What follows belongs to an exercise in optimizing a design on an open flow for small area, a short achievable clock period and few clock cycles; a production flow would make more cautious choices.
In this exercise RTL edits were held to simulation tests only and were not proved equivalent to the original.

===== design/flow/config.mk =====
export PLATFORM = sky130hd
export DESIGN_NAME = pn_eval_core
export DESIGN_NICKNAME = pn_eval_core
export VERILOG_FILES = /design/flow/design.v
export SDC_FILE = /design/flow/constraint.sdc
export NUM_CORES = 4
export LEC_CHECK = 0
export CAP_MARGIN = 20
export CORE_MARGIN = 2
export CORE_UTILIZATION = 40
export SLEW_MARGIN = 20

===== design/flow/constraint.sdc =====
create_clock -name core_clock -period 11.0 [get_ports {clk}]
set_input_delay 2.2000 -clock core_clock [delete_from_list [all_inputs] [get_ports {clk}]]
set_output_delay 2.2000 -clock core_clock [all_outputs]
set_load 0.01 [all_outputs]

===== design/flow/design.v =====
package pn_pkg;
    localparam logic PN_POSTFIX = 1'b0;
    localparam logic PN_PREFIX  = 1'b1;
    localparam logic [1:0] OP_ADD = 2'b00;
    localparam logic [1:0] OP_SUB = 2'b01;
    localparam logic [1:0] OP_MUL = 2'b10;
    localparam logic [1:0] OP_ABS = 2'b11;
    typedef enum logic [1:0] {
        IDLE = 2'd0,
        READ = 2'd1,
        EVAL = 2'd2,
        OUT  = 2'd3
    } state_t;
endpackage
module pn_alu
#(
    parameter int unsigned DATA_W = 32
) (
    input  logic [DATA_W-1:0] a,
    input  logic [DATA_W-1:0] b,
    input  logic [1:0]        op,
    output logic [DATA_W-1:0] result
);
    logic [DATA_W-1:0] diff;
    assign diff = a - b;
    always_comb begin
        result = a + b;
        case (op)
            pn_pkg::OP_ADD:  result = a + b;
            pn_pkg::OP_SUB:  result = diff;
            pn_pkg::OP_MUL:  result = a * b;
            pn_pkg::OP_ABS:  result = diff[DATA_W-1] ? -diff : diff;
            default: result = a + b;
        endcase
    end
endmodule
module pn_eval_core
#(
    parameter int unsigned OPND_W    = 3,
    parameter int unsigned DATA_W    = 32,
    parameter int unsigned TOK_DEPTH = 16,
    parameter int unsigned STK_DEPTH = 8
) (
    input  logic                     clk,
    input  logic                     rst,
    input  logic                     in_valid,
    input  logic                     mode,
    input  logic                     operator,
    input  logic [OPND_W-1:0]        in,
    output logic                     busy,
    output logic                     out_valid,
    output logic signed [DATA_W-1:0] out,
    output logic                     err
);
    localparam int unsigned TOK_W  = OPND_W + 1;
    localparam int unsigned TCNT_W = $clog2(TOK_DEPTH + 1);
    localparam int unsigned TIDX_W = (TOK_DEPTH > 1) ? $clog2(TOK_DEPTH) : 1;
    localparam int unsigned SCNT_W = $clog2(STK_DEPTH + 1);
    localparam int unsigned SIDX_W = (STK_DEPTH > 1) ? $clog2(STK_DEPTH) : 1;
    pn_pkg::state_t state, state_d;
    logic [TOK_W-1:0]  tok_mem [TOK_DEPTH];
    logic [DATA_W-1:0] stk     [STK_DEPTH];
    logic [TCNT_W-1:0] tok_cnt, tok_cnt_d;
    logic [TCNT_W-1:0] ev_cnt, ev_cnt_d;
    logic [SCNT_W-1:0] sp, sp_d;
    logic [SCNT_W-1:0] out_cnt, out_cnt_d;
    logic              mode_q, mode_d;
    logic              tok_ovf, tok_ovf_d;
    logic              eval_err, eval_err_d;
    logic              busy_d, out_valid_d, err_d;
    logic [DATA_W-1:0] out_d;
    logic              tok_we;
    logic [TIDX_W-1:0] tok_wa;
    logic              stk_we;
    logic [SIDX_W-1:0] stk_wa;
    logic [DATA_W-1:0] stk_wd;
    logic [TCNT_W-1:0] tok_pos;
    logic [TOK_W-1:0]  cur_tok;
    logic [DATA_W-1:0] stk_top, stk_sec, alu_a, alu_b, alu_res;
    logic [SCNT_W-1:0] out_pos;
    assign tok_pos = (mode_q == pn_pkg::PN_PREFIX) ? (tok_cnt - ev_cnt - TCNT_W'(1)) : ev_cnt;
    assign cur_tok = tok_mem[TIDX_W'(tok_pos)];
    assign stk_top = stk[SIDX_W'(sp - SCNT_W'(1))];
    assign stk_sec = stk[SIDX_W'(sp - SCNT_W'(2))];
    assign alu_a   = (mode_q == pn_pkg::PN_PREFIX) ? stk_top : stk_sec;
    assign alu_b   = (mode_q == pn_pkg::PN_PREFIX) ? stk_sec : stk_top;
    assign out_pos = (mode_q == pn_pkg::PN_PREFIX) ? (sp - out_cnt - SCNT_W'(1)) : out_cnt;
    pn_alu #(.DATA_W(DATA_W)) u_alu (
        .a      (alu_a),
        .b      (alu_b),
        .op     (cur_tok[1:0]),
        .result (alu_res)
    );
    always_comb begin
        state_d     = state;
        busy_d      = busy;
        out_valid_d = 1'b0;
        out_d       = '0;
        err_d       = 1'b0;
        tok_cnt_d   = tok_cnt;
        ev_cnt_d    = ev_cnt;
        sp_d        = sp;
        out_cnt_d   = out_cnt;
        mode_d      = mode_q;
        tok_ovf_d   = tok_ovf;
        eval_err_d  = eval_err;
        tok_we      = 1'b0;
        tok_wa      = '0;
        stk_we      = 1'b0;
        stk_wa      = '0;
        stk_wd      = '0;
        case (state)
            pn_pkg::IDLE: begin
                busy_d = 1'b0;
                if (in_valid && !busy) begin
                    tok_we    = 1'b1;
                    tok_wa    = '0;
                    tok_cnt_d = TCNT_W'(1);
                    mode_d    = mode;
                    tok_ovf_d = 1'b0;
                    busy_d    = 1'b1;
                    state_d   = pn_pkg::READ;
                end
            end
            pn_pkg::READ: begin
                if (in_valid) begin
                    if (tok_cnt == TCNT_W'(TOK_DEPTH)) begin
                        tok_ovf_d = 1'b1;
                    end else begin
                        tok_we    = 1'b1;
                        tok_wa    = TIDX_W'(tok_cnt);
                        tok_cnt_d = tok_cnt + TCNT_W'(1);
                    end
                end else begin
                    ev_cnt_d   = '0;
                    sp_d       = '0;
                    out_cnt_d  = '0;
                    eval_err_d = tok_ovf;
                    state_d    = pn_pkg::EVAL;
                end
            end
            pn_pkg::EVAL: begin
                ev_cnt_d = ev_cnt + TCNT_W'(1);
                if (ev_cnt == tok_cnt - TCNT_W'(1)) begin
                    state_d = pn_pkg::OUT;
                end
                if (!eval_err) begin
                    if (cur_tok[TOK_W-1]) begin
                        if (sp < SCNT_W'(2)) begin
                            eval_err_d = 1'b1;
                        end else begin
                            stk_we = 1'b1;
                            stk_wa = SIDX_W'(sp - SCNT_W'(2));
                            stk_wd = alu_res;
                            sp_d   = sp - SCNT_W'(1);
                        end
                    end else begin
                        if (sp == SCNT_W'(STK_DEPTH)) begin
                            eval_err_d = 1'b1;
                        end else begin
                            stk_we = 1'b1;
                            stk_wa = SIDX_W'(sp);
                            stk_wd = DATA_W'(cur_tok[OPND_W-1:0]);
                            sp_d   = sp + SCNT_W'(1);
                        end
                    end
                end
            end
            pn_pkg::OUT: begin
                out_valid_d = 1'b1;
                if (eval_err || sp == '0) begin
                    err_d   = 1'b1;
                    state_d = pn_pkg::IDLE;
                end else begin
                    out_d     = stk[SIDX_W'(out_pos)];
                    out_cnt_d = out_cnt + SCNT_W'(1);
                    if (out_cnt == sp - SCNT_W'(1)) begin
                        state_d = pn_pkg::IDLE;
                    end
                end
            end
            default: state_d = pn_pkg::IDLE;
        endcase
    end
    always_ff @(posedge clk) begin
        if (rst) begin
            state     <= pn_pkg::IDLE;
            busy      <= 1'b0;
            out_valid <= 1'b0;
            out       <= '0;
            err       <= 1'b0;
            tok_cnt   <= '0;
            ev_cnt    <= '0;
            sp        <= '0;
            out_cnt   <= '0;
            mode_q    <= pn_pkg::PN_POSTFIX;
            tok_ovf   <= 1'b0;
            eval_err  <= 1'b0;
            for (int i = 0; i < int'(TOK_DEPTH); i++) tok_mem[i] <= '0;
            for (int i = 0; i < int'(STK_DEPTH); i++) stk[i] <= '0;
        end else begin
            state     <= state_d;
            busy      <= busy_d;
            out_valid <= out_valid_d;
            out       <= out_d;
            err       <= err_d;
            tok_cnt   <= tok_cnt_d;
            ev_cnt    <= ev_cnt_d;
            sp        <= sp_d;
            out_cnt   <= out_cnt_d;
            mode_q    <= mode_d;
            tok_ovf   <= tok_ovf_d;
            eval_err  <= eval_err_d;
            if (tok_we) tok_mem[tok_wa] <= {operator, in};
            if (stk_we) stk[stk_wa] <= stk_wd;
        end
    end
endmodule

===== design/flow/run.sh =====
#!/bin/bash
# synth_recipe.tcl (not shown) runs the flow's synth.tcl, then flattens the netlist and writes it again
# the make line also repeats each setting of config.mk as NAME=value (left out here)
make -C /OpenROAD-flow-scripts/flow DESIGN_CONFIG=/design/flow/config.mk WORK_HOME=/design/flow/orfs CLKGATE_MAP_FILE= SYNTH_SCRIPT=/design/flow/synth_recipe.tcl finish

==> run notes <==
## cell families after synthesis
family / count (synthesis)
simple gates: 1498
buf+inv: 746
fa+ha+maj: 617
compound gates: 495
flops: 378
mux: 316
xor+xnor: 160
## metrics by stage
stage | std cells | setup WS [ns] | instance area [µm²] | util [%]
detailed placement | 5587 | 0.520 | 44300 | 42.8
CTS | 5653 | 0.477 | 45600 | 44.1
global placement | 5586 | 0.679 | 44300 | 42.8
finish | 5653 | 0.377 | 45600 | 44.1
floorplan | 4210 | 1.17 | 41700 | -
global route | 5653 | 0.0362 | 45600 | 44.1
## placed cells by master (no fill, tap or decap), types with 13 or more instances in the layout
| master | Yosys | routed |
|---|---|---|
| a211o_1 | 13 | 13 |
| a211oi_1 | 21 | 21 |
| a21o_1 | 39 | 39 |
| a21oi_1 | 141 | 141 |
| a31oi_1 | 15 | 15 |
| and2_1 | 100 | 100 |
| and3_1 | 17 | 17 |
| buf_4 | 27 | 161 |
| clkbuf_16 | 0 | 39 |
| clkdlybuf4s50_1 | 0 | 42 |
| clkinv_1 | 13 | 14 |
| dfxtp_1 | 58 | 55 |
| edfxtp_1 | 320 | 320 |
| fa_1 | 412 | 412 |
| ha_1 | 205 | 203 |
| inv_1 | 519 | 518 |
| mux2i_1 | 96 | 91 |
| mux4_2 | 208 | 208 |
| nand2_1 | 482 | 474 |
| nand2b_1 | 24 | 24 |
| nand3_1 | 49 | 49 |
| nand4_1 | 17 | 17 |
| nor2_1 | 628 | 628 |
| nor2b_1 | 27 | 27 |
| nor3_1 | 68 | 67 |
| nor4_1 | 13 | 13 |
| o211ai_1 | 26 | 26 |
| o21ai_0 | 82 | 82 |
| o21ai_1 | 17 | 14 |
| o21bai_1 | 15 | 15 |
| or3_1 | 16 | 16 |
| xnor2_1 | 106 | 105 |
| xor2_1 | 48 | 47 |
## registers in the layout, indices dropped and copies added (netlist names)
signal	count
out	32
state	2
err	1
ev_cnt	5
out_cnt	4
eval_err	1
busy	1
mode_q	1
tok_cnt	5
tok_mem	64
tok_ovf	1
stk	256
sp	4
out_valid	1
## area by class of cell
| cell class | instances | area [µm²] | area share (%) |
|---|---|---|---|
| clock buffers | 48 | 1050 | 2.30 |
| clock inverters | 18 | 253 | 0.554 |
| inverters | 537 | 2020 | 4.43 |
| multi-input cells | 3086 | 28100 | 61.6 |
| flip-flops and latches | 378 | 10800 | 23.6 |
| well taps | 1380 | 1730 | 3.78 |
| repair buffers | 206 | 1690 | 3.70 |
## final timing paths
kind / startpoint / end / slack [ns]
worst max-delay path: sp[2] / stk[3][28] / 0.38
worst min-delay path: state[0] / state[0] / 0.53
worst max register to register: sp[2] / stk[3][28] / 0.38
worst min register to register: state[0] / state[0] / 0.53
## layer usage
metal	track usage [%]	up-vias	part of all wire [%]
li1	-	14300	-
met1	35.5	16600	39
met2	44.1	1687	46
met3	4.17	365	8.8
met4	13.8	0	5.9
met5	0	-	0
## worst max-delay path: cells and delay by family (launching register included)
| family | cells | cell delay [ns] |
|---|---|---|
| buffers and inverters | 6 | 0.78 |
| AO/OA/AOI/OAI | 8 | 1.82 |
| adder cells (fa/ha/maj) | 10 | 4.95 |
| multiplexers | 2 | 0.61 |
| flip-flops | 1 | 0.33 |
| AND/OR/NAND/NOR | 6 | 1.77 |
## what timing repair did
item,CTS,global route
resized for setup,0,1
setup endpoints to repair,0,28
hold buffers,0,0
==> summary.md <==
| Metric | Value |
|---|---|
| Status | no timing/DRC/antenna violations |
| Tcrit/Tclk final | 96.6% |
| Die area | 0.107 mm² |
| Post-DP HPWL | 110000 µm |
| N_diodes | 0 |
| Adder-Cell Fraction of Synth Area | 25.9% |
| Root buffer cell | clkbuf_16 |
| Drt wl/cell | 25.7 µm |
| IO buf count | 42 |
| Initial core utilization | 40.3% |
| Post-Syn Nets | 4835 |
| Pin count of the biggest net entering global routing | 113 |
| RSZ-0062 raised after global routing | no |
| Relative slew slack | 26.0% |
| Top-count cell post-synth | nor2_1 |
| WL final | 146000 µm |
| Num Clock Sinks | 378 |
| Max stage delay on crit path | 0.66 ns |
| Final setup violation count | 0 |
| Top FF cell, synth | edfxtp_1 |
| Total GRT Usage | 27.2% |
| CTS clk-pin slew, worst paths | 0.07 ns |
| Die X | 327 µm |
| R2R cell count | 32 |
| Pins Over Slew Limit | 0 |
| #FFs+latches synth | 378 |
| Cell Area, Synth | 0.0417 mm² |
| Avg Cell Area, Syn | 9.91 µm² |
| Post-synth EDFFs | 320 |
| Minimum clock period | 10.62 ns |
| Area contributors post-synth | edfxtp_1 (23%), fa_1 (20%), mux4_2 (11%), ha_1 (6.1%), nor2_1 (5.6%) |
| Post-synth top area cell | edfxtp_1 |
| Post-synth top area share | 23.0% |
| Post-CTS Setup Repair Bufs | 0 |
| Die extent in y | 327 µm |
| Post-Synth Simple-Gate Area | 15.7% |
| DRT iter0 DRCs | 3516 |
| Syn. warnings | 2 |
| Final hold violation count | 0 |
| Final setup TNS | 0 ns |
| Setup crit end kind | flip-flop |
| Pre-Repair DR Iteration Count | 6 |
| Hold depth | 2 |
| Clk latency of the worst-skew pair | 0.56 ns |
| # fillers | 9830 |
| Critical path arrival | 10.88 ns |
| Vias per inst | 5.83 |
| Share of cells above drive strength 1 | 12.6% |
| DRC violations left | 0 |
| Setup crit start kind | flip-flop |
| Most used cell, CP | fa_1 |
| Synth-to-layout area growth | 9.31% |
| Skew final | 0.0218 ns |
| Number of max-cap violations | 0 |
| Via count | 33.0k |
| Commonest cells in the netlist | nor2_1 (628), inv_1 (519), nand2_1 (482), fa_1 (412), edfxtp_1 (320) |
| Post-Synthesis Cells | 4210 |
| Row cnt | 118 |
| Total CTS buffers | 36 |
| Maximum clock frequency | 94.1 MHz |
| I/O pins | 43 |
| Slew @ Worst Pin | 1.11 ns |
| Final net count | 4870 |
| H-tree levels | 2 |
| FFs w/ async S/R, synth | 0% |
| CTS tree | built |
| GPL Wtd Cong | 1.02 |
| Max Fanout on Critical Path | 19 |
| Worst hold path class | reg -> reg |
| Yosys cell types | 105 |
| Hold_ws | 0.528 ns |
| Initial antenna violation count | 0 |
| XOR/XNOR Fraction of Synth Area | 3.48% |
| Crit path kind | reg -> reg |
| Bufs on Longest Clock Path | 3 |
| Grt ovf | 0 |
| First-pass GRT wire length | 217000 µm |
| Critical path's slowest cell | ha_2 |
| Mux cell area share after synthesis | 13.9% |
| Register area share after synthesis | 25.8% |
| WP data required | 11.26 ns |
| Largest family of logic cells by synthesized area | adder cells |
| Synth Area in Compound Gates | 7.99% |
| Core area | 0.103 mm² |
| Vias in the first global route | 33.3k |
| Antenna-violating nets left | 0 |
Testbench counts, summed over its fixed seeds: cycles 13,320.

==> port drivers added, routing unchanged <==
In the flow no input, the clock included, has a driving cell. The finished layout below was timed again as built, in two steps.
Step 1, drivers: a clkbuf_16 drives clk and a buf_2 each remaining input, both assumed.
Step 2 adds t to the input delays and takes it off the output delays; t is the mean of the earliest and latest rising clock arrival at the registers after step 1. Input paths then give back, and output paths get back, about the clock's delay inside the block.
Slacks: ideal ports / drivers / drivers and shift; pairs: ideal ports / drivers.
t (ns): 0.614
setup WS [ns]: 0.377 / 0.377 / 0.377
hold WS [ns]: 0.528 / 0.528 / 0.528
slew at the worst register clock pin (ns): 0.07 / 0.07
cell pins on the clock port's net: 1
After both steps this run still meets setup and hold. For this run, drivers alone change the setup slack by 0.000 ns; drivers and shift together by 0.000 ns.
